Source: an optimization exercise on an open RTL-to-GDS flow (aim: small area, a short achievable clock period and few clock cycles per item). Production flows keep margins and buffers that such runs may drop.
Function was checked by simulation only, so behaviour that the tests miss may differ from the original.

==> flow/design.v <==
module sm3_compress (
    input  logic         i_clk,
    input  logic         i_rst,
    input  logic         i_start,
    input  logic         i_first_block,
    input  logic         i_extend_valid,
    output logic [7:0]   o_rd_addr0,
    output logic [7:0]   o_rd_addr1,
    input  logic [31:0]  i_rd_data0,
    input  logic [31:0]  i_rd_data1,
    output logic         o_busy,
    output logic [255:0] o_hash,
    output logic         o_hash_valid
);
    localparam logic [255:0] InitVector = {
        32'h7380166F, 32'h4914B2B9, 32'h172442D7, 32'hDA8A0600,
        32'hA96F30BC, 32'h163138AA, 32'hE38DEE4D, 32'hB0FB0E4E
    };
    localparam logic [31:0] TjLow    = 32'h79CC4519;
    localparam logic [31:0] TjHigh16 = 32'h9D8A7A87;   
    function automatic logic [31:0] rotl(input logic [31:0] x, input logic [4:0] n);
        logic [63:0] t;
        t = {x, x} << n;
        rotl = t[63:32];
    endfunction
    function automatic logic [31:0] p0(input logic [31:0] x);
        p0 = x ^ rotl(x, 5'd9) ^ rotl(x, 5'd17);
    endfunction
    function automatic logic [31:0] add_ks(input logic [31:0] x, input logic [31:0] y);
        logic [31:0] g, p, gn, pn;
        g = x & y;
        p = x ^ y;
        for (int d = 1; d < 32; d = d * 2) begin
            gn = g;
            pn = p;
            for (int i = d; i < 32; i++) begin
                gn[i] = g[i] | (p[i] & g[i-d]);
                pn[i] = p[i] & p[i-d];
            end
            g = gn;
            p = pn;
        end
        add_ks = (x ^ y) ^ {g[30:0], 1'b0};
    endfunction
    logic         busy_q, valid_q, have_q, iv_q, low_q;
    logic [5:0]   addr_q;                
    logic [31:0]  tp_q;                  
    logic [31:0]  a_q, b_q, c_q, d_q, e_q, f_q, g_q, h_q;
    logic [31:0]  w_q, wp_q;             
    logic [255:0] hash_q;
    logic         accept, last, iv_now;
    logic [255:0] base, next_state;
    assign iv_now = i_first_block | ~have_q;
    assign accept = ~i_rst & i_start & i_extend_valid & ~busy_q;
    assign last   = busy_q & (addr_q == 6'd0);
    assign base   = iv_now ? InitVector : hash_q;
    logic [31:0] a_rot12, x_s, x_c, ss1, ss2, ff, gg, y, z, tt1, tt2;
    always_comb begin
        a_rot12 = rotl(a_q, 5'd12);
        x_s     = a_rot12 ^ e_q ^ tp_q;
        x_c     = ((a_rot12 & e_q) | (a_rot12 & tp_q) | (e_q & tp_q)) << 1;
        ss1     = rotl(x_s + x_c, 5'd7);
        ss2     = ss1 ^ a_rot12;
        if (low_q) begin
            ff = a_q ^ b_q ^ c_q;
            gg = e_q ^ f_q ^ g_q;
        end else begin
            ff = (a_q & b_q) | (a_q & c_q) | (b_q & c_q);
            gg = (e_q & f_q) | (~e_q & g_q);
        end
        y   = add_ks(ff ^ d_q ^ wp_q, ((ff & d_q) | (ff & wp_q) | (d_q & wp_q)) << 1);
        z   = add_ks(gg ^ h_q ^ w_q,  ((gg & h_q) | (gg & w_q)  | (h_q & w_q))  << 1);
        tt1 = y + ss2;
        tt2 = z + ss1;
        next_state = {tt1, a_q, rotl(b_q, 5'd9), c_q, p0(tt2), e_q, rotl(f_q, 5'd19), g_q};
    end
    always_ff @(posedge i_clk) begin
        if (!busy_q) {a_q, b_q, c_q, d_q, e_q, f_q, g_q, h_q} <= base;
        else         {a_q, b_q, c_q, d_q, e_q, f_q, g_q, h_q} <= next_state;
        w_q  <= i_rd_data0;
        wp_q <= i_rd_data1;
        if (!busy_q)             tp_q <= TjLow;
        else if (addr_q == 6'd16) tp_q <= TjHigh16;
        else                     tp_q <= rotl(tp_q, 5'd1);
        if (!busy_q)             low_q <= 1'b1;
        else if (addr_q == 6'd16) low_q <= 1'b0;
        if (!busy_q) iv_q <= iv_now;
    end
    always_ff @(posedge i_clk) begin
        if (i_rst) begin
            busy_q  <= 1'b0;
            valid_q <= 1'b0;
            have_q  <= 1'b0;
            addr_q  <= 6'd0;
        end else begin
            valid_q <= last;
            if (accept)    busy_q <= 1'b1;
            else if (last) busy_q <= 1'b0;
            if (last) have_q <= 1'b1;
            if (accept)                                           addr_q <= 6'd1;
            else if (busy_q && addr_q != 6'd0 && addr_q != 6'd63) addr_q <= addr_q + 6'd1;
            else                                                  addr_q <= 6'd0;
        end
    end
    logic         keep, set_iv, take;
    assign keep   = ~i_rst & ~(last & iv_q);
    assign set_iv = ~i_rst & last & iv_q;
    assign take   = ~i_rst & last;
    always_ff @(posedge i_clk) begin
        hash_q <= ((hash_q & {256{keep}}) | (InitVector & {256{set_iv}})) ^ (next_state & {256{take}});
    end
    assign o_rd_addr0   = {2'b00, addr_q};
    assign o_rd_addr1   = 8'd68 + {2'b00, addr_q};
    assign o_busy       = busy_q;
    assign o_hash       = hash_q;
    assign o_hash_valid = valid_q;
endmodule
make LEC_CHECK=0 ABC_AREA=1 CAP_MARGIN=20 CORE_MARGIN=2 CORE_UTILIZATION=40 SETUP_SLACK_MARGIN=5 SLEW_MARGIN=20 finish   # period 10.0 ns
run.sh (not shown) runs the stock make flow with config.mk's settings and CLKGATE_MAP_FILE= SYNTH_SCRIPT=/design/flow/synth_recipe.tcl, a recipe that flattens the netlist after the stock synthesis.
Testbench counts at the start, summed over its fixed seeds: cycles 24,968, blocks 384.
Next try:
--- a/flow/design.v
+++ b/flow/design.v
@@ -46,13 +46,14 @@
     logic [5:0]   addr_q;                
     logic [31:0]  tp_q;                  
-    logic [31:0]  a_q, b_q, c_q, d_q, e_q, f_q, g_q, h_q;
-    logic [31:0]  w_q, wp_q;             
+    logic [31:0]  a_q, b_q, c_q, e_q, f_q, g_q;
+    logic [31:0]  dw_q, hw_q;            
     logic [255:0] hash_q;
     logic         accept, last, iv_now;
-    logic [255:0] base, next_state;
+    logic [255:0] base, v_cur, next_state;
     assign iv_now = i_first_block | ~have_q;
     assign accept = ~i_rst & i_start & i_extend_valid & ~busy_q;
     assign last   = busy_q & (addr_q == 6'd0);
     assign base   = iv_now ? InitVector : hash_q;
+    assign v_cur  = iv_q ? InitVector : hash_q;
     logic [31:0] a_rot12, x_s, x_c, ss1, ss2, ff, gg, y, z, tt1, tt2;
     always_comb begin
@@ -69,21 +70,29 @@
             gg = (e_q & f_q) | (~e_q & g_q);
         end
-        y   = add_ks(ff ^ d_q ^ wp_q, ((ff & d_q) | (ff & wp_q) | (d_q & wp_q)) << 1);
-        z   = add_ks(gg ^ h_q ^ w_q,  ((gg & h_q) | (gg & w_q)  | (h_q & w_q))  << 1);
+        y   = add_ks(ff, dw_q);
+        z   = add_ks(gg, hw_q);
         tt1 = y + ss2;
         tt2 = z + ss1;
         next_state = {tt1, a_q, rotl(b_q, 5'd9), c_q, p0(tt2), e_q, rotl(f_q, 5'd19), g_q};
     end
+    logic [31:0] d_src, h_src;
+    assign d_src = accept ? base[159:128] : c_q;
+    assign h_src = accept ? base[31:0]    : g_q;
     always_ff @(posedge i_clk) begin
-        if (!busy_q) {a_q, b_q, c_q, d_q, e_q, f_q, g_q, h_q} <= base;
-        else         {a_q, b_q, c_q, d_q, e_q, f_q, g_q, h_q} <= next_state;
-        w_q  <= i_rd_data0;
-        wp_q <= i_rd_data1;
-        if (!busy_q)             tp_q <= TjLow;
+        if (accept) begin
+            {a_q, b_q, c_q} <= base[255:160];
+            {e_q, f_q, g_q} <= base[127:32];
+        end else begin
+            {a_q, b_q, c_q} <= next_state[255:160];
+            {e_q, f_q, g_q} <= next_state[127:32];
+        end
+        dw_q <= d_src + i_rd_data1;
+        hw_q <= h_src + i_rd_data0;
+        if (accept)              tp_q <= TjLow;
         else if (addr_q == 6'd16) tp_q <= TjHigh16;
         else                     tp_q <= rotl(tp_q, 5'd1);
-        if (!busy_q)             low_q <= 1'b1;
+        if (accept)              low_q <= 1'b1;
         else if (addr_q == 6'd16) low_q <= 1'b0;
-        if (!busy_q) iv_q <= iv_now;
+        if (accept) iv_q <= iv_now;
     end
     always_ff @(posedge i_clk) begin
@@ -93,4 +102,5 @@
             have_q  <= 1'b0;
             addr_q  <= 6'd0;
+            hash_q  <= '0;
         end else begin
             valid_q <= last;
@@ -101,12 +111,6 @@
             else if (busy_q && addr_q != 6'd0 && addr_q != 6'd63) addr_q <= addr_q + 6'd1;
             else                                                  addr_q <= 6'd0;
+            if (last) hash_q <= v_cur ^ next_state;
         end
-    end
-    logic         keep, set_iv, take;
-    assign keep   = ~i_rst & ~(last & iv_q);
-    assign set_iv = ~i_rst & last & iv_q;
-    assign take   = ~i_rst & last;
-    always_ff @(posedge i_clk) begin
-        hash_q <= ((hash_q & {256{keep}}) | (InitVector & {256{set_iv}})) ^ (next_state & {256{take}});
     end
     assign o_rd_addr0   = {2'b00, addr_q};
=>
- fmax grows by 2.3%
- setup slack gets better by 120 ps
- cell area shrinks by 2.6%
- cell count grows by 6.0%
- non-clock buffer count shrinks by 65
- worst hold slack gets worse by 16 ps
- utilization shrinks by 3.4 points
- count of clock-buffer cells in the layout shrinks by 2
- wire length grows by 14%
- via count grows by 15%
Testbench counts after the change, summed over its fixed seeds: cycles 24,968, blocks 384.

## separate check: timing with driven ports
In the flow no input, the clock included, has a driving cell. The finished layouts below were timed again as built, in two steps. Step 1 assumes that a clkbuf_16 drives the clock port and a buf_2 every other input. Step 2 also shifts input and output timing later by t, the mid clock arrival at the registers, as if the neighbouring blocks saw the same clock. a / b / c = ideal / step 1 / step 2; a / b = the first two.
| run | t, ns | slack for setup (ns) | clock arrival spread, ns |
|---|---|---|---|
| the first run | 0.693 | 4.901 / 4.901 / 4.901 | 0.024 / 0.024 |
| the second run | 0.695 | 5.016 / 5.035 / 4.340 | 0.041 / 0.040 |
After both steps setup and hold are still met in every run listed. The setup slack of the second run, which loses most, moves by +0.019 ns with the drivers and by -0.676 ns with both steps.
